This design comes from an exercise in tuning for small area, a short achievable clock period and few clock cycles on the open sky130 flow, not from production work.
RTL that was checked went through simulation tests only; none was proved equivalent to the original.
Function not checked in runs 4 and 5: the RTL went through the layout flow alone.

==> flow/design.v, too long to show whole: its modules and the start of the top module <==
// module matmul_sequencer: 106 lines
// module mac_accumulate: 1631 lines
// module mm_fa: 10 lines
// module mm_ha: 9 lines
// module result_writer: 18 lines
// module matmul_top: 58 lines
module matmul_top (
	input  logic                clk,
	input  logic                reset_n,
	input  logic                dut_valid,
	output logic                dut_ready,
	output matmul_pkg::mm_addr_t a_rd_addr,
	input  matmul_pkg::mm_data_t a_rd_data,
	output matmul_pkg::mm_addr_t b_rd_addr,
	input  matmul_pkg::mm_data_t b_rd_data,
	output logic                c_wr_en,
	output matmul_pkg::mm_addr_t c_wr_addr,
	output matmul_pkg::mm_data_t c_wr_data
);
  // ...
==> flow/run.sh <==
#!/bin/bash
# synth_recipe.tcl (not shown) runs the flow's synth.tcl, then flattens the netlist and writes it again
# the make line also repeats each setting of config.mk as NAME=value (left out here)
make -C /OpenROAD-flow-scripts/flow DESIGN_CONFIG=/design/flow/config.mk WORK_HOME=/design/flow/orfs CLKGATE_MAP_FILE= SYNTH_SCRIPT=/design/flow/synth_recipe.tcl finish
==> flow/config.mk <==
export PLATFORM = sky130hd
export DESIGN_NAME = matmul_top
export DESIGN_NICKNAME = matmul_top
export VERILOG_FILES = /design/flow/design.v
export SDC_FILE = /design/flow/constraint.sdc
export NUM_CORES = 4
export LEC_CHECK = 0
export ABC_AREA = 1
export CAP_MARGIN = 20
export CORE_MARGIN = 2
export CORE_UTILIZATION = 40
export SETUP_SLACK_MARGIN = 5
export SLEW_MARGIN = 20
export SYNTH_HIERARCHICAL = 1
==> flow/constraint.sdc <==
create_clock -name core_clock -period 10.0 [get_ports {clk}]
set_input_delay 2.0000 -clock core_clock [delete_from_list [all_inputs] [get_ports {clk}]]
set_output_delay 2.0000 -clock core_clock [all_outputs]
set_load 0.01 [all_outputs]
==> summary.txt, run 1 <==
* Run status: timing/DRC/antenna clean
* N_taps at 680
* Filler cells at 4952
* Top class by area: multi-input gates
* Vias in the first global route at 16200
* Clock Skew at 0.0323 ns
* Largest cells by area after synthesis: fa_1 (23%), dfxtp_1 (23%), xor2_1 (12%)
* Netlist cell types at 48
* Yosys warning total at 9
* Commonest non-fill, non-tap cell in the layout: nand2_1
* Largest net degree at the start of global routing at 36
* Final worst slack at 6.22 ns
* Initial DRC count at 1154
* Synth cell count leaders: nand2_1 (325), xor2_1 (283), o22ai_1 (254), fa_1 (241)
* Metal3 WL at 4730 microns
* Capturing point of the worst reg2reg path: u_mac.mid_q[117]$_DFF_P_
* Critical path buffers and inverters at 1
* Worst Setup SP: u_sequencer.dut_ready$_DFF_PN1_
* Share of cells above drive strength 1 at 0.0679
* Top Family by Delay on Critical Path: flip-flops
* Rows at 83
* Area added between synthesis and finish at 13.7%
* Startpoint Class: flip-flop
* Met2 Wirelength at 26800 microns
* N_diodes at 0
* Clk slew on worst S/H paths at 0.06 ns
* Final setup viols at 0
Testbench counts, summed over its fixed seeds: cycles 13,659.
==> run 2: changes to the inputs <==
==> flow/flow/run.sh (new file) <==
#!/bin/bash
set -euo pipefail
bash standard.sh "BUFFER_PORTS_ARGS=-buffer_cell sky130_fd_sc_hd__buf_2" \
	SETUP_SLACK_MARGIN=6.5 finish > standard.log 2>&1
==> flow/standard.sh (new file) <==
#!/bin/bash
# synth_recipe.tcl (not shown) runs the flow's synth.tcl, then flattens the netlist and writes it again
# the make line also repeats each setting of config.mk as NAME=value (left out here)
make -C /OpenROAD-flow-scripts/flow DESIGN_CONFIG=/design/flow/config.mk WORK_HOME=/design/flow/orfs CLKGATE_MAP_FILE= SYNTH_SCRIPT=/design/flow/synth_recipe.tcl "${@:-finish}"
--- a/flow/config.mk
+++ b/flow/config.mk
@@ -6,9 +6,8 @@
 export NUM_CORES = 4
 export LEC_CHECK = 0
 export ABC_AREA = 1
-export CAP_MARGIN = 20
+export CAP_MARGIN = 50
 export CORE_MARGIN = 2
 export CORE_UTILIZATION = 40
-export SETUP_SLACK_MARGIN = 5
-export SLEW_MARGIN = 20
+export SLEW_MARGIN = 70
 export SYNTH_HIERARCHICAL = 1
removed: flow/run.sh
==> summary.txt, run 2 <==
* Synth area leader: fa_1 (unchanged)
* CTS resizes at 0 (unchanged)
* Final setup viols at 0 (unchanged)
* HPWL Detailed at 42100 microns (was 41900 microns)
* CP cell instances: buf_2 (was clkdlybuf4s50_1)
* Crit path kind: reg2out (unchanged)
* Critical path buffers and inverters at 1 (unchanged)
* Max FFs per register at 119 (unchanged)
* Min-Delay Path Depth at 0 (unchanged)
* Initial antenna violation count at 0 (unchanged)
* Total CTS buffers at 35 (unchanged)
* Vias in the first global route at 16300 (was 16200)
* Reg2reg path depth at 7 (unchanged)
* Core area at 51300 sq um (unchanged)
* CTS sink count at 293 (unchanged)
* Largest Register: u_mac.mid_q (unchanged)
* Async S/R FF share, synth at 0.119 (unchanged)
* Filler cells at 4897 (was 4952)
* Syn Area/Cell at 9.49 sq um (unchanged)
* Seq/Total Area, Yosys at 0.300 (unchanged)
* Top Family by Delay on Critical Path: flip-flops (unchanged)
* Rows at 83 (unchanged)
* Worst Path Max Fanout at 7 (unchanged)
* Shortest period the worst path allows at 3.39 ns (was 3.78 ns)
* Netlist cell types at 48 (unchanged)
* DR vias/cell at 5.23 (was 5.24)
* First-pass GRT wire length at 91600 microns (was 92600 microns)
* Initial DRC count at 1253 (was 1154)
* Largest cells by area after synthesis: fa_1 (23%), dfxtp_1 (23%), xor2_1 (12%) (unchanged)
* Synth Instances at 2190 (unchanged)
* Largest net degree at the start of global routing at 36 (unchanged)
* Yosys top cell area share at 0.232 (unchanged)
* Worst Setup SP: u_sequencer.dut_ready$_DFF_PN1_ (unchanged)
* Cell with the most instances after synthesis: nand2_1 (unchanged)
* Fin crit share at 0.339 (was 0.378)
* Die W at 232 microns (unchanged)
* Critical path's slowest cell: dfstp_2 (unchanged)
* Chip height at 232 microns (unchanged)
* Share of cells above drive strength 1 at 0.135 (was 0.0679)
* WL per Instance at 19.6 microns (was 20.0 microns)
* Yosys warning total at 9 (unchanged)
* Number of synthesized flops with an enable pin at 18 (unchanged)
* Synth cell count leaders: nand2_1 (325), xor2_1 (283), o22ai_1 (254), fa_1 (241) (unchanged)
* Hold buffers post-CTS at 0 (unchanged)
* Worst Hold Launch: u_sequencer.elem_last$_DFF_P_ (unchanged)
* Seq cells post-synth at 293 (unchanged)
* Crit. path cell count at 1 (unchanged)
* Startpoint Class: flip-flop (unchanged)
* Non-Filler Instances at 2964 (was 2963)
* Die area at 53800 sq um (unchanged)
* RSZ-0062 raised after global routing: false (unchanged)
* Final slew viol count at 0 (unchanged)
* Area added between synthesis and finish at 12.1% (was 13.7%)
* Worst EP arrival at 1.39 ns (was 1.78 ns)
* Root buf cell: clkbuf_16 (unchanged)
* Crit path capture type: primary output (unchanged)
* Total grt overflow at 0 (unchanged)
* IO Pins at 149 (unchanged)
* Crit path largest cell delay at 0.66 ns (was 0.64 ns)
* Commonest non-fill, non-tap cell in the layout: nand2_1 (unchanged)
* Max Cap Viol at 0 (unchanged)
* Dpl cells at 2898 (was 2902)
* Setup bufs post-CTS at 0 (unchanged)
* Most used DFF post-synth: dfxtp_1 (unchanged)
* Fin nets at 2638 (was 2640)
* Commonest non-fill, non-tap cells in the layout: nand2_1 (325), xor2_1 (283), o22ai_1 (254) (unchanged)
* Routed Wire Length at 58200 microns (was 59100 microns)
* IO Port Bufs at 120 (unchanged)
* Worst EP required at 8.00 ns (about the same)
* All-Layer GR Usage at 0.221 (was 0.223)
* Fin Setup TNS at 0 ns (unchanged)
* Clock latency on the worst-skew pair at 0.56 ns (was 0.57 ns)
* N_diodes at 0 (unchanged)
* Initial Util at 0.405 (unchanged)
* DRT antenna net count at 0 (unchanged)
* Run status: timing/DRC/antenna clean (unchanged)
* F_max at 295 MHz (was 265 MHz)
* Via Count at 15500 (about the same)
* Mapped Area at 20800 sq um (unchanged)
* DRC viols at 0 (unchanged)
* Worst R2R Start: u_mac.aq[22]$_DFF_P_ (was u_mac.aq[7]$_DFF_P_)
* CTS tree: done (unchanged)
* Final GP Congestion at 0.959 (was 0.906)
* First-pass DRT Iterations at 5 (unchanged)
* Util after Layout at 0.454 (was 0.460)
* Htree depth at 2 (unchanged)
* Deepest clock path buffer count at 3 (unchanged)
* Hold Crit Class: reg2reg (unchanged)
* Clk slew on worst S/H paths at 0.06 ns (about the same)
* Biggest regs: u_mac.mid_q (119), u_mac.aq (32), u_mac.c_wr_data (32) (unchanged)
* Hold Fails Final Rpt at 0 (unchanged)
* Clock Skew at 0.00885 ns (was 0.0323 ns)
-- run 2: changes by cell type in the layout (fill, tap and decap cells not counted), sizes merged --
cell / delta
buf: +117
bufinv: +3
clkbuf: +3
clkdlybuf4s50: -119
clkinv: -3
clkinvlp: -2
inv: +2
-- run 2: modules after synthesis (local to each module, per instance) --
module | cell area (sq um) | cells
result_writer | 303 | 38
mm_ha | 12.5 | 1
matmul_sequencer | 2390 | 256
mm_fa | 20.0 | 1
matmul_top | 214 | 29
mac_accumulate | 12700 | 1595
-- run 2: through the flow --
stage / setup slack (ns) / area [sq um] / hold slack (ns)
global route: 6.54 / 23300 / 0.343
floorplan: 7.09 / 20900 / 0.316
global placement: 6.45 / 21800 / 0.320
finish: 6.61 / 23300 / 0.340
detailed placement: 6.73 / 21900 / 0.332
CTS: 6.58 / 23200 / 0.342
-- run 2: cell families after synthesis --
kind of cell,count (synthesis),synth area share
AND/OR/NAND/NOR,538,0.109
buffers and inverters,407,0.0825
adder cells (fa/ha/maj),314,0.276
AO/OA/AOI/OAI,313,0.0927
XOR/XNOR,308,0.131
flip-flops,293,0.300
multiplexers,16,0.00861
other,1,0.000181
-- run 2: cell type report --
cell class / instances / area [sq um] / area share
Tap cell: 680 / 851 / 0.0365
Multi-Input combinational cell: 1517 / 13000 / 0.557
Timing Repair Buffer: 146 / 885 / 0.0380
Clock inverter: 18 / 295 / 0.0127
Inverter: 264 / 1030 / 0.0442
Sequential cell: 293 / 6250 / 0.268
Clock buffer: 46 / 1010 / 0.0434
-- run 2: final timing paths --
path | end | slack, ns
setup / recovery | dut_ready | 6.61
hold / removal | u_mac.q_last$_DFF_PN0_ | 0.34
setup reg to reg | u_mac.mid_q[118]$_DFF_P_ | 6.68
hold reg to reg | u_mac.q_last$_DFF_PN0_ | 0.34
max in group asynchronous | u_sequencer.dut_ready$_DFF_PN1_ | 8.37
min in group asynchronous | u_sequencer.b_addr[0]$_DFFE_PN0P_ | 1.33
-- run 2: metal layers --
layer | track usage | up-vias | wire [microns]
met2 | 0.347 | 743 | 26400
met4 | 0.0899 | 0 | 1820
met5 | 0 | - | 0
li1 | - | 7077 | -
met3 | 0.0490 | 123 | 5270
met1 | 0.294 | 7544 | 24700
==> run 3: changes to the inputs <==
--- a/flow/config.mk
+++ b/flow/config.mk
@@ -6,8 +6,8 @@
 export NUM_CORES = 4
 export LEC_CHECK = 0
 export ABC_AREA = 1
-export CAP_MARGIN = 50
+export CAP_MARGIN = 20
 export CORE_MARGIN = 2
 export CORE_UTILIZATION = 40
-export SLEW_MARGIN = 70
+export SLEW_MARGIN = 20
 export SYNTH_HIERARCHICAL = 1
==> summary.txt, run 3 <==
* DRT antenna net count at 0 (unchanged)
* Yosys warning total at 9 (unchanged)
* Clock latency on the worst-skew pair at 0.56 ns (about the same)
* Largest Register: u_mac.mid_q (unchanged)
* Async S/R FF share, synth at 0.119 (unchanged)
* Initial DRC count at 1425 (was 1253)
* Run status: timing/DRC/antenna clean (unchanged)
* Rows at 83 (unchanged)
* Max Cap Viol at 0 (unchanged)
* Synth area leader: fa_1 (unchanged)
* Startpoint Class: flip-flop (unchanged)
* Worst EP required at 10.42 ns (was 8.00 ns)
* RSZ-0062 raised after global routing: false (unchanged)
* Fin nets at 2637 (was 2638)
* DR vias/cell at 5.24 (was 5.23)
* Clock Skew at 0.0186 ns (was 0.00885 ns)
* Largest cells by area after synthesis: fa_1 (23%), dfxtp_1 (23%), xor2_1 (12%) (unchanged)
* Fin Hold WS at 0.340 ns (about the same)
* Shortest period the worst path allows at 3.40 ns (was 3.39 ns)
* Chip height at 232 microns (unchanged)
* Worst EP arrival at 3.83 ns (was 1.39 ns)
* Slew headroom at 0.245
* DRC viols at 0 (unchanged)
* IO Port Bufs at 120 (unchanged)
* Htree depth at 2 (unchanged)
* Die area at 53800 sq um (unchanged)
* Deepest clock path buffer count at 3 (unchanged)
* Netlist cell types at 48 (unchanged)
* Final setup viols at 0 (unchanged)
* Vias in the first global route at 16000 (was 16300)
* Commonest non-fill, non-tap cell in the layout: nand2_1 (unchanged)
* Commonest non-fill, non-tap cells in the layout: nand2_1 (325), xor2_1 (283), o22ai_1 (254) (unchanged)
* Yosys top cell area share at 0.232 (unchanged)
* Synth Instances at 2190 (unchanged)
* Share of cells above drive strength 1 at 0.124 (was 0.135)
* All-Layer GR Usage at 0.219 (was 0.221)
* Hold buffers post-CTS at 0 (unchanged)
* HPWL Detailed at 41900 microns (was 42100 microns)
* Seq cells post-synth at 293 (unchanged)
* Worst slew pin tran at 1.13 ns
* Fin Setup TNS at 0 ns (unchanged)
* Initial antenna violation count at 1 (was 0)
* Final GP Congestion at 0.959 (unchanged)
* Total CTS buffers at 35 (unchanged)
* Crit path kind: reg2reg (was reg2out)
* Synth cell count leaders: nand2_1 (325), xor2_1 (283), o22ai_1 (254), fa_1 (241) (unchanged)
* IO Pins at 149 (unchanged)
* Mapped Area at 20800 sq um (unchanged)
* Biggest regs: u_mac.mid_q (119), u_mac.aq (32), u_mac.c_wr_data (32) (unchanged)
* CTS sink count at 293 (unchanged)
* Syn Area/Cell at 9.49 sq um (unchanged)
* Core area at 51300 sq um (unchanged)
* Hold Crit Class: reg2reg (unchanged)
* Via Count at 15500 (about the same)
* Cell with the most instances after synthesis: nand2_1 (unchanged)
* CTS tree: done (unchanged)
* Number of synthesized flops with an enable pin at 18 (unchanged)
* Total grt overflow at 0 (unchanged)
* Final slew viol count at 0 (unchanged)
* Root buf cell: clkbuf_16 (unchanged)
* Fin crit share at 0.340 (was 0.339)
* Crit path capture type: flip-flop (was primary output)
* First-pass DRT Iterations at 6 (was 5)
* WL per Instance at 19.6 microns (about the same)
* Initial Util at 0.405 (unchanged)
* First-pass GRT wire length at 91000 microns (was 91600 microns)
* Most used DFF post-synth: dfxtp_1 (unchanged)
* Area added between synthesis and finish at 11.3% (was 12.1%)
* Largest net degree at the start of global routing at 36 (unchanged)
* Hold Fails Final Rpt at 0 (unchanged)
* Max FFs per register at 119 (unchanged)
* Filler cells at 4968 (was 4897)
* F_max at 294 MHz (was 295 MHz)
* Die W at 232 microns (unchanged)
* Routed Wire Length at 58200 microns (about the same)
* Clk slew on worst S/H paths at 0.06 ns (about the same)
* Worst Path Max Fanout at 21 (was 7)
* Seq/Total Area, Yosys at 0.300 (unchanged)
-- run 3: cell counts after synthesis --
No cell type changed its count.
-- run 3: final timing paths --
| check | start | end | slack, ns | depth (start not counted) |
|---|---|---|---|---|
| min in group asynchronous | reset_n | u_sequencer.b_addr[6]$_DFFE_PN0P_ | 1.54 | 1 |
| max | u_mac.aq[11]$_DFF_P_ | u_mac.mid_q[117]$_DFF_P_ | 6.60 | 7 |
| max in group asynchronous | reset_n | u_mac.m_first$_DFF_PN0_ | 7.87 | 1 |
| min | u_sequencer.elem_last$_DFF_P_ | u_mac.q_last$_DFF_PN0_ | 0.34 | 0 |
| min reg2reg | u_sequencer.elem_last$_DFF_P_ | u_mac.q_last$_DFF_PN0_ | 0.34 | 0 |
| max reg2reg | u_mac.aq[11]$_DFF_P_ | u_mac.mid_q[117]$_DFF_P_ | 6.60 | 7 |
-- run 3: critical path, stage by stage (launching register included) --
cell and delay (ns):
dfxtp_1 0.29, inv_1 0.60, o22ai_1 0.22, xor2_1 0.20
fa_1 0.49, fa_1 0.58, fa_1 0.43, fa_1 0.44
-- run 3: repair_timing --
item / CTS / global route
resized for setup: 3 / 7
endpoints found under the setup margin: 13 / 19
cloned: 0 / 0
setup buffers: 2 / 0
-- run 3: layout make-up --
class / count / area, sq um / area share
Clock buffer: 44 / 1000 / 0.0434
Clock inverter: 20 / 283 / 0.0122
Sequential cell: 293 / 6230 / 0.269
Antenna cell: 1 / 2.50 / 0.000108
Inverter: 264 / 1020 / 0.0442
Timing Repair Buffer: 145 / 788 / 0.0341
Multi-Input combinational cell: 1517 / 12900 / 0.560
Tap cell: 680 / 851 / 0.0368
-- run 3: routing by layer --
metal	up-vias	global-route usage	share of wire	routed length, microns
met5	-	0	0	0
met4	0	0.0777	0.032	1880
met3	165	0.0604	0.096	5610
met2	772	0.345	0.45	26200
met1	7532	0.289	0.42	24500
li1	7055	-	-	-
-- run 3: logic make-up after synthesis --
kind of cell | Yosys count | synth area share
AO/OA/AOI/OAI | 313 | 0.0927
XOR/XNOR | 308 | 0.131
adder cells (fa/ha/maj) | 314 | 0.276
buffers and inverters | 407 | 0.0825
flip-flops | 293 | 0.300
multiplexers | 16 | 0.00861
other | 1 | 0.000181
AND/OR/NAND/NOR | 538 | 0.109
-- run 3: through the flow --
step / instances / area [sq um] / util / setup slack (ns)
floorplan: 2217 / 20900 / - / 7.09
global placement: 2897 / 21800 / 0.425 / 6.45
detailed placement: 2897 / 21800 / 0.425 / 6.41
CTS: 2963 / 23100 / 0.450 / 6.42
global route: 2963 / 23100 / 0.451 / 6.51
finish: 2964 / 23100 / 0.451 / 6.60
-- run 3: Yosys stat by module (local to each module, per instance) --
module | flops+latches | cells | cell area (sq um)
mac_accumulate | 241 | 1595 | 12700
matmul_sequencer | 46 | 256 | 2390
mm_ha | 0 | 1 | 12.5
matmul_top | 0 | 29 | 214
result_writer | 6 | 38 | 303
mm_fa | 0 | 1 | 20.0
==> module matmul_sequencer, before the edit <==
module matmul_sequencer (
	input  logic        clk,
	input  logic        reset_n,
	input  logic        dut_valid,
	output logic        dut_ready,
	output logic [6:0]  a_addr,
	input  logic [31:0] a_rd_data,
	output logic [6:0]  b_addr,
	input  logic [31:0] b_rd_data,
	output logic        elem_valid,     
	output logic        elem_first,
	output logic        elem_last,
	output logic        elem_job_last,
	input  logic        job_done        
);
	logic       hdr;       
	logic       run;       
	logic [2:0] km1, nm1, mm1;    
	logic [2:0] k_cnt, j_cnt, i_cnt;
	logic [6:0] a_row;     
	logic [3:0] hk, hn, hm;
	logic       k1, n1, m1;        
	logic       last_k, last_j, last_i;
	assign hm = a_rd_data[19:16];
	assign hk = a_rd_data[3:0];
	assign hn = b_rd_data[3:0];
	assign k1 = (hk[3:1] == 3'd0);
	assign n1 = (hn[3:1] == 3'd0);
	assign m1 = (hm[3:1] == 3'd0);
	assign last_k = (k_cnt == km1);
	assign last_j = (j_cnt == nm1);
	assign last_i = (i_cnt == mm1);
	always_ff @(posedge clk) begin
		if (hdr) begin
			km1 <= 3'(hk - 4'd1);
			nm1 <= 3'(hn - 4'd1);
			mm1 <= 3'(hm - 4'd1);
		end
	end
	always_ff @(posedge clk) begin
		elem_first <= hdr || k_cnt == 3'd0;
		elem_last  <= hdr ? k1 : last_k;
	end
	always_ff @(posedge clk) begin
		if (hdr) begin
			k_cnt <= {2'd0, !k1};
			j_cnt <= {2'd0, k1 && !n1};
			i_cnt <= {2'd0, k1 && n1};
			a_row <= (k1 && n1) ? 7'd2 : 7'd1;
		end else if (!last_k) begin
			k_cnt <= k_cnt + 3'd1;
		end else if (!last_j) begin
			k_cnt <= 3'd0;
			j_cnt <= j_cnt + 3'd1;
		end else begin
			k_cnt <= 3'd0;
			j_cnt <= 3'd0;
			i_cnt <= i_cnt + 3'd1;
			a_row <= a_addr + 7'd1;
		end
	end
	always_ff @(posedge clk or negedge reset_n) begin
		if (!reset_n) begin
			dut_ready     <= 1'b1;
			hdr           <= 1'b0;
			run           <= 1'b0;
			a_addr        <= 7'd0;
			b_addr        <= 7'd0;
			elem_valid    <= 1'b0;
			elem_job_last <= 1'b0;
		end else begin
			elem_valid    <= hdr || run;
			elem_job_last <= hdr ? (k1 && n1 && m1) :
				(run && last_k && last_j && last_i);
			hdr           <= dut_ready && dut_valid;
			if (dut_ready) begin
				if (dut_valid) begin
					dut_ready <= 1'b0;
					a_addr    <= 7'd1;
					b_addr    <= 7'd1;
				end
			end else if (hdr) begin
				run    <= !(k1 && n1 && m1);
				a_addr <= (k1 && n1 && m1) ? 7'd0 : (k1 && !n1) ? 7'd1 : 7'd2;
				b_addr <= (k1 && n1 && m1) ? 7'd0 : (k1 && n1) ? 7'd1 : 7'd2;
			end else if (run) begin
				if (!last_k) begin
					a_addr <= a_addr + 7'd1;
					b_addr <= b_addr + 7'd1;
				end else if (!last_j) begin
					a_addr <= a_row;
					b_addr <= b_addr + 7'd1;
				end else if (!last_i) begin
					a_addr <= a_addr + 7'd1;
					b_addr <= 7'd1;
				end else begin
					run    <= 1'b0;
					a_addr <= 7'd0;
					b_addr <= 7'd0;
				end
			end else if (job_done) begin
				dut_ready <= 1'b1;
			end
		end
	end
endmodule
==> run 4: changes to the inputs <==
--- a/flow/design.v
+++ b/flow/design.v
@@ -23,6 +23,8 @@
 );
 	logic       hdr;       
 	logic       run;       
+	logic       drain;     
+	logic       accept;    
 	logic [2:0] km1, nm1, mm1;    
 	logic [2:0] k_cnt, j_cnt, i_cnt;
 	logic [6:0] a_row;     
@@ -35,6 +37,7 @@
 	assign k1 = (hk[3:1] == 3'd0);
 	assign n1 = (hn[3:1] == 3'd0);
 	assign m1 = (hm[3:1] == 3'd0);
+	assign accept = !hdr && !run && !drain && dut_valid;
 	assign last_k = (k_cnt == km1);
 	assign last_j = (j_cnt == nm1);
 	assign last_i = (i_cnt == mm1);
@@ -72,6 +75,7 @@
 			dut_ready     <= 1'b1;
 			hdr           <= 1'b0;
 			run           <= 1'b0;
+			drain         <= 1'b0;
 			a_addr        <= 7'd0;
 			b_addr        <= 7'd0;
 			elem_valid    <= 1'b0;
@@ -80,15 +84,14 @@
 			elem_valid    <= hdr || run;
 			elem_job_last <= hdr ? (k1 && n1 && m1) :
 				(run && last_k && last_j && last_i);
-			hdr           <= dut_ready && dut_valid;
-			if (dut_ready) begin
-				if (dut_valid) begin
-					dut_ready <= 1'b0;
-					a_addr    <= 7'd1;
-					b_addr    <= 7'd1;
-				end
+			hdr           <= accept;
+			if (accept) begin
+				dut_ready <= 1'b0;
+				a_addr    <= 7'd1;
+				b_addr    <= 7'd1;
 			end else if (hdr) begin
 				run    <= !(k1 && n1 && m1);
+				drain  <= k1 && n1 && m1;
 				a_addr <= (k1 && n1 && m1) ? 7'd0 : (k1 && !n1) ? 7'd1 : 7'd2;
 				b_addr <= (k1 && n1 && m1) ? 7'd0 : (k1 && n1) ? 7'd1 : 7'd2;
 			end else if (run) begin
@@ -103,10 +106,12 @@
 					b_addr <= 7'd1;
 				end else begin
 					run    <= 1'b0;
+					drain  <= 1'b1;
 					a_addr <= 7'd0;
 					b_addr <= 7'd0;
 				end
-			end else if (job_done) begin
+			end else if (drain && job_done) begin
+				drain     <= 1'b0;
 				dut_ready <= 1'b1;
 			end
 		end
--- a/flow/config.mk
+++ b/flow/config.mk
@@ -6,8 +6,8 @@
 export NUM_CORES = 4
 export LEC_CHECK = 0
 export ABC_AREA = 1
-export CAP_MARGIN = 20
+export CAP_MARGIN = 50
 export CORE_MARGIN = 2
 export CORE_UTILIZATION = 40
-export SLEW_MARGIN = 20
+export SLEW_MARGIN = 70
 export SYNTH_HIERARCHICAL = 1
==> summary.txt, run 4 <==
* F_max at 300 MHz (was 294 MHz)
* Reg2reg path depth at 8 (was 7)
* Most used DFF post-synth: dfxtp_1 (unchanged)
* DR vias/cell at 5.25 (was 5.24)
* Seq/Total Area, Yosys at 0.302 (was 0.300)
* Fin Setup TNS at 0 ns (unchanged)
* Setup bufs post-CTS at 0 (was 2)
* Number of synthesized flops with an enable pin at 18 (unchanged)
* Share of cells above drive strength 1 at 0.129 (was 0.124)
* Netlist cell types at 44 (was 48)
* IO Port Bufs at 120 (unchanged)
* N_diodes at 0 (was 1)
* Capturing point of the worst reg2reg path: u_mac.mid_q[98]$_DFF_P_ (was u_mac.mid_q[117]$_DFF_P_)
* Initial antenna violation count at 1 (unchanged)
* Synth Instances at 2186 (was 2190)
* HPWL Detailed at 42500 microns (was 41900 microns)
* Clock Skew at 0.0162 ns (was 0.0186 ns)
* Die area at 53600 sq um (was 53800 sq um)
* Startpoint Class: flip-flop (unchanged)
* Worst EP arrival at 3.75 ns (was 3.83 ns)
* Synth area leader: fa_1 (unchanged)
* R2R Setup Slk at 6.67 ns (was 6.60 ns)
* Worst Path Max Fanout at 18 (was 21)
* Cell with the most instances after synthesis: nand2_1 (unchanged)
* Biggest regs: u_mac.mid_q (119), u_mac.aq (32), u_mac.c_wr_data (32) (unchanged)
* Initial DRC count at 1364 (was 1425)
* Rows at 83 (unchanged)
* Via Count at 15600 (was 15500)
* Final worst slack at 6.67 ns (was 6.60 ns)
* Async S/R FF share, synth at 0.122 (was 0.119)
* All-Layer GR Usage at 0.225 (was 0.219)
* Synth cell count leaders: nand2_1 (321), xor2_1 (283), o22ai_1 (259), inv_1 (244), fa_1 (241) (was nand2_1 (325), xor2_1 (283), o22ai_1 (254), fa_1 (241))
* Hold Path End: u_mac.q_last$_DFF_PN0_ (unchanged)
* Area added between synthesis and finish at 11.9% (was 11.3%)
* Hold Crit Class: reg2reg (unchanged)
* Run status: timing/DRC/antenna clean (unchanged)
* Seq cells post-synth at 294 (was 293)
* Routed Wire Length at 59900 microns (was 58200 microns)
* WL per Instance at 20.2 microns (was 19.6 microns)
* Syn Area/Cell at 9.47 sq um (was 9.49 sq um)
* Largest net degree at the start of global routing at 37 (was 36)
* Fin nets at 2636 (was 2637)
* Mapped Area at 20700 sq um (was 20800 sq um)
* CTS tree: done (unchanged)
* Vias in the first global route at 16400 (was 16000)
* Largest Register: u_mac.mid_q (unchanged)
* Worst R2R Start: u_mac.aq[0]$_DFF_P_ (was u_mac.aq[11]$_DFF_P_)
* Commonest non-fill, non-tap cells in the layout: nand2_1 (321), xor2_1 (283), o22ai_1 (259) (was nand2_1 (325), xor2_1 (283), o22ai_1 (254))
* Crit path kind: reg2reg (unchanged)
* Htree depth at 2 (unchanged)
* Final GP Congestion at 0.919 (was 0.959)
* Deepest clock path buffer count at 3 (unchanged)
* First-pass DRT Iterations at 5 (was 6)
* Crit path capture type: flip-flop (unchanged)
* Fin crit share at 0.333 (was 0.340)
* Yosys warning total at 9 (unchanged)
* Util after Layout at 0.452 (was 0.451)
* Core area at 51200 sq um (was 51300 sq um)
* Worst Hold Launch: u_sequencer.elem_last$_DFF_P_ (unchanged)
* Initial Util at 0.404 (was 0.405)
* IO Pins at 149 (unchanged)
* DRT antenna net count at 0 (unchanged)
* Shortest period the worst path allows at 3.33 ns (was 3.40 ns)
* Total grt overflow at 0 (unchanged)
* First-pass GRT wire length at 93100 microns (was 91000 microns)
* RSZ-0062 raised after global routing: false (unchanged)
* Chip height at 231 microns (was 232 microns)
* Final setup viols at 0 (unchanged)
* Max FFs per register at 119 (unchanged)
* Pre-CTS setup slack at 6.74 ns (was 6.41 ns)
* Yosys top cell area share at 0.233 (was 0.232)
* CTS resizes at 0 (was 3)
* CTS sink count at 294 (was 293)
* Final slew viol count at 0 (unchanged)
* Root buf cell: clkbuf_16 (unchanged)
* Hold buffers post-CTS at 0 (unchanged)
* Clk slew on worst S/H paths at 0.06 ns (about the same)
* Multi-input logic area at 12900 sq um (about the same)
* Largest cells by area after synthesis: fa_1 (23%), dfxtp_1 (23%), xor2_1 (12%) (unchanged)
* Filler cells at 4871 (was 4968)
* Hold Fails Final Rpt at 0 (unchanged)
* Die W at 231 microns (was 232 microns)
* Clock latency on the worst-skew pair at 0.56 ns (about the same)
* Total CTS buffers at 35 (unchanged)
* Commonest non-fill, non-tap cell in the layout: nand2_1 (unchanged)
* DRC viols at 0 (unchanged)
* Worst EP required at 10.42 ns (about the same)
* Min-Delay Path Depth at 0 (unchanged)
* Max Cap Viol at 0 (unchanged)
* Reg area at 6270 sq um (was 6230 sq um)
-- run 4: cell families (layout without fill, tap and decap cells) --
kind of cell | count (synthesis) | after routing | share of synthesized area
AND/OR/NAND/NOR | 529 | 529 | 0.105
other | 1 | 28 | 0.000181
flip-flops | 294 | 294 | 0.302
multiplexers | 16 | 16 | 0.00864
buffers and inverters | 408 | 476 | 0.0829
AO/OA/AOI/OAI | 316 | 316 | 0.0932
adder cells (fa/ha/maj) | 314 | 314 | 0.277
XOR/XNOR | 308 | 308 | 0.131
-- run 4: final cells by class --
class / count / area share
Clock buffer: 46 / 0.0409
Clock inverter: 17 / 0.0130
Inverter: 265 / 0.0443
Multi-Input combinational cell: 1511 / 0.556
Sequential cell: 294 / 0.271
Tap cell: 680 / 0.0367
Timing Repair Buffer: 148 / 0.0384
-- run 4: worst max path at each step --
stage	startpoint	to	cells past startpoint
3_3_place_gp	u_mac.aq[0]$_DFF_P_	u_mac.mid_q[98]$_DFF_P_	8
6_report	u_mac.aq[0]$_DFF_P_	u_mac.mid_q[98]$_DFF_P_	8
2_1_floorplan	u_mac.mid_q[15]$_DFF_P_	u_mac.c_wr_data[28]$_DFF_P_	14
3_5_place_dp	u_mac.mid_q[31]$_DFF_P_	u_mac.c_wr_data[29]$_DFF_P_	14
4_1_cts	u_mac.mid_q[31]$_DFF_P_	u_mac.c_wr_data[29]$_DFF_P_	14
5_1_grt	u_mac.mid_q[31]$_DFF_P_	u_mac.c_wr_data[29]$_DFF_P_	14
-- run 4: stage by stage --
step | area [sq um] | hold WS (ns) | std cells
global placement | 21700 | 0.321 | 2896
global route | 23200 | 0.334 | 2961
floorplan | 20800 | 0.316 | 2213
detailed placement | 21800 | 0.324 | 2897
finish | 23200 | 0.329 | 2961
CTS | 23100 | 0.332 | 2960
-- run 4: Yosys stat by module, one instance, submodules excluded --
module	cells inside	copies in the design
mac_accumulate	1595	1
matmul_top	29	1
matmul_sequencer	252	1
mm_ha	1	32
mm_fa	1	240
result_writer	38	1
-- run 4: layer usage --
| metal | wire (microns) | GRT usage | vias to the layer above |
|---|---|---|---|
| met3 | 5400 | 0.0610 | 144 |
| met1 | 25800 | 0.295 | 7597 |
| li1 | - | - | 7078 |
| met2 | 26800 | 0.353 | 735 |
| met5 | 0 | 0 | - |
| met4 | 1890 | 0.0885 | 0 |
-- run 4: worst max-delay path, stage by stage, from the launching register on --
cell and delay, ns:
dfxtp_1 0.31, buf_4 0.30, inv_4 0.20, o22ai_1 0.46, xor2_1 0.17, fa_1 0.61, fa_1 0.45, fa_1 0.39
ha_1 0.29
==> run 5: changes to the inputs <==
--- a/flow/config.mk
+++ b/flow/config.mk
@@ -9,5 +9,7 @@
 export CAP_MARGIN = 50
 export CORE_MARGIN = 2
 export CORE_UTILIZATION = 40
+export CTS_BUF_LIST = sky130_fd_sc_hd__clkbuf_8
+export CTS_CLUSTER_SIZE = 30
 export SLEW_MARGIN = 70
 export SYNTH_HIERARCHICAL = 1
==> summary.txt, run 5 <==
* Area added between synthesis and finish at 11.8% (was 11.9%)
* Min-Delay Path Depth at 0 (unchanged)
* Post-synthesis xor/xnor area fraction at 0.131 (unchanged)
* Largest cells by area after synthesis: fa_1 (23%), dfxtp_1 (23%), xor2_1 (12%) (unchanged)
* Async S/R FF share, synth at 0.122 (unchanged)
* IO Pins at 149 (unchanged)
* Reg2reg path depth at 8 (unchanged)
* Max FFs per register at 119 (unchanged)
* Fin nets at 2654 (was 2636)
* Multiplexer share of the synthesized area at 0.00864 (unchanged)
* Main combinational cell family by area after synthesis: adder cells (unchanged)
* Chip height at 231 microns (unchanged)
* Yosys top cell area share at 0.233 (unchanged)
* Fin crit share at 0.332 (was 0.333)
* IO Port Bufs at 120 (unchanged)
* First-pass GRT wire length at 93500 microns (was 93100 microns)
* Synth Area in Compound Gates at 0.0932 (unchanged)
* Share of cells above drive strength 1 at 0.139 (was 0.129)
* Initial Util at 0.404 (unchanged)
* Setup bufs post-CTS at 0 (unchanged)
* All-Layer GR Usage at 0.225 (about the same)
* Adder-cell area share of the yosys netlist at 0.277 (unchanged)
* RSZ-0062 raised after global routing: false (unchanged)
* Startpoint Class: flip-flop (unchanged)
* Die area at 53600 sq um (unchanged)
* Routed Wire Length at 59900 microns (about the same)
* Biggest regs: u_mac.mid_q (119), u_mac.aq (32), u_mac.c_wr_data (32) (unchanged)
* Synth cell count leaders: nand2_1 (321), xor2_1 (283), o22ai_1 (259), inv_1 (244), fa_1 (241) (unchanged)
* Commonest non-fill, non-tap cells in the layout: nand2_1 (321), xor2_1 (283), o22ai_1 (259) (unchanged)
* Multi-input logic area at 12900 sq um (about the same)
* Hold Crit Class: reg2reg (unchanged)
* Clk slew on worst S/H paths at 0.06 ns (about the same)
* Commonest non-fill, non-tap cell in the layout: nand2_1 (unchanged)
* Via Count at 15700 (was 15600)
* Filler cells at 4888 (was 4871)
* Synth area leader: fa_1 (unchanged)
* Mapped Area at 20700 sq um (unchanged)
* Shortest period the worst path allows at 3.32 ns (was 3.33 ns)
* Die W at 231 microns (unchanged)
* Post-route cell area at 23100 sq um (was 23200 sq um)
* Util after Layout at 0.452 (about the same)
* F_max at 301 MHz (was 300 MHz)
* Seq cells post-synth at 294 (unchanged)
* CTS sink count at 294 (unchanged)
* CTS tree: done (unchanged)
* Total CTS buffers at 53 (was 35)
* Most used DFF post-synth: dfxtp_1 (unchanged)
* Hold buffers post-CTS at 0 (unchanged)
* Synth Instances at 2186 (unchanged)
* Rows at 83 (unchanged)
* Vias in the first global route at 16500 (was 16400)
* Max Cap Viol at 0 (unchanged)
* Largest net degree at the start of global routing at 37 (unchanged)
* Core area at 51200 sq um (unchanged)
* Root buf cell: clkbuf_8 (was clkbuf_16)
* Seq/Total Area, Yosys at 0.302 (unchanged)
* First-pass DRT Iterations at 7 (was 5)
* Reg area at 6270 sq um (unchanged)
* Initial antenna violation count at 1 (unchanged)
* Syn Area/Cell at 9.47 sq um (unchanged)
* Netlist cell types at 44 (unchanged)
* Worst EP arrival at 3.84 ns (was 3.75 ns)
* Run status: timing/DRC/antenna clean (unchanged)
* Final slew viol count at 0 (unchanged)
* Largest Register: u_mac.mid_q (unchanged)
* CTS resizes at 0 (unchanged)
* Placement Cell Area at 21800 sq um (unchanged)
* Fin Setup TNS at 0 ns (unchanged)
* Clock Skew at 0.0327 ns (was 0.0162 ns)
* Number of synthesized flops with an enable pin at 18 (unchanged)
* Simple-gate share of the synthesized area at 0.105 (unchanged)
* Clock latency on the worst-skew pair at 0.65 ns (was 0.56 ns)
* N_diodes at 0 (unchanged)
* Worst EP required at 10.52 ns (was 10.42 ns)
* Deepest clock path buffer count at 3 (unchanged)
* Yosys warning total at 9 (unchanged)
* DRC viols at 0 (unchanged)
* Pre-CTS setup slack at 6.74 ns (unchanged)
* DRT antenna net count at 0 (unchanged)
* Htree depth at 2 (unchanged)
* R2R Setup Slk at 6.68 ns (was 6.67 ns)
* Initial DRC count at 1344 (was 1364)
* Final GP Congestion at 0.919 (unchanged)
* Crit path kind: reg2reg (unchanged)
* DR vias/cell at 5.23 (was 5.25)
* Hold Fails Final Rpt at 0 (unchanged)
* Cell with the most instances after synthesis: nand2_1 (unchanged)
* Non-Filler Instances at 2995 (was 2961)
* Dpl cells at 2897 (unchanged)
* Crit path capture type: flip-flop (unchanged)
* Final worst slack at 6.68 ns (was 6.67 ns)
* Worst Path Max Fanout at 18 (unchanged)
* WL per Instance at 20.0 microns (was 20.2 microns)
* HPWL Detailed at 42500 microns (unchanged)
* Total grt overflow at 0 (unchanged)
* Final setup viols at 0 (unchanged)
==> run 5: changes by cell type in the layout (fill, tap and decap cells not counted), moves of 2 or more <==
cell / previous run / this run
clkbuf_1: 8 / 0
clkbuf_16: 35 / 0
clkbuf_8: 3 / 64
clkinv_2: 14 / 17
inv_1: 225 / 239
inv_16: 2 / 0
==> run 5: critical path: stages (launching register included) <==
cell	delay (ns)
dfxtp_1	0.32
buf_4	0.31
inv_4	0.20
o22ai_1	0.44
xor2_1	0.16
fa_1	0.61
fa_1	0.45
fa_1	0.39
ha_1	0.30
==> run 5: final timing paths <==
check                                              start                                 to
max in group asynchronous                        reset_n          u_sequencer.hdr$_DFF_PN0_
setup / recovery                     u_mac.aq[0]$_DFF_P_            u_mac.mid_q[98]$_DFF_P_
hold / removal             u_sequencer.elem_last$_DFF_P_             u_mac.q_last$_DFF_PN0_
min in group asynchronous                        reset_n  u_sequencer.a_addr[3]$_DFFE_PN0P_
setup reg to reg                     u_mac.aq[0]$_DFF_P_            u_mac.mid_q[98]$_DFF_P_
hold reg to reg            u_sequencer.elem_last$_DFF_P_             u_mac.q_last$_DFF_PN0_
==> run 5: final cells by class <==
cell class                 instances  share of cell area
tap                              680              0.0368
inverter                         265              0.0443
multi-input combinational       1511               0.556
sequential                       294               0.271
clock buffer                      64              0.0381
timing repair buffer             148              0.0385
clock inverter                    33              0.0153
==> run 5: logic make-up (layout without fill, tap and decap cells) <==
kind of cell             Yosys count  after routing
multiplexers                      16             16
AO/OA/AOI/OAI                    316            316
buffers and inverters            408            510
XOR/XNOR                         308            308
AND/OR/NAND/NOR                  529            529
flip-flops                       294            294
other                              1             28
adder cells (fa/ha/maj)          314            314
==> run 5: per-layer routing <==
layer / routed length [microns] / global-route usage / part of all wire
met3: 5850 / 0.0563 / 0.098
met2: 26700 / 0.352 / 0.45
met4: 2000 / 0.0911 / 0.033
met5: 0 / 0 / 0
met1: 25400 / 0.298 / 0.42
==> run 5: metrics by stage <==
step	hold slack [ns]
3_3_place_gp	0.321
3_5_place_dp	0.324
4_1_cts	0.332
6_report	0.329
2_1_floorplan	0.316
5_1_grt	0.334
==> run 5: modules after synthesis, one instance, submodules excluded <==
| module | times used | area, sq um |
|---|---|---|
| mm_fa | 240 | 20.0 |
| mm_ha | 32 | 12.5 |
| matmul_top | 1 | 214 |
| mac_accumulate | 1 | 12700 |
| result_writer | 1 | 303 |
| matmul_sequencer | 1 | 2310 |

separate check: timing with driven ports:
The flow's constraints put no driver on any port. The routed layouts listed below were extracted and timed again, unchanged, in two steps. Step 1 assumes that a clkbuf_16 drives the clock port and a buf_2 every other input. Step 2 moves the port delays by t, midway between the first and last clock arrival at a register: inputs arrive t later, outputs are due t later. That takes back most of the time a late clock gives input paths. Slacks: ideal ports / drivers / drivers and shift; pairs: ideal ports / drivers.
run | t, ns | setup WS [ns] | worst hold slack (ns) | worst register clock-pin slew, ns | worst slew at a driven data input, ns
run 1 | 0.613 | 6.220 / 6.162 / 6.262 | 0.329 / 0.329 / 0.329 | 0.08 / 0.08 | 0.06
run 2 | 0.616 | 6.608 / 6.549 / 6.675 | 0.340 / 0.340 / 0.340 | 0.06 / 0.06 | 0.07
run 3 | 0.611 | 6.596 / 6.576 / 6.596 | 0.340 / 0.340 / 0.340 | 0.07 / 0.07 | 0.06
run 4 | 0.604 | 6.669 / 6.669 / 6.669 | 0.329 / 0.329 / 0.329 | 0.06 / 0.06 | 0.06
run 5 | 0.689 | 6.676 / 6.666 / 6.676 | 0.329 / 0.329 / 0.329 | 0.07 / 0.07 | 0.06
After both steps every run listed still meets setup and hold.
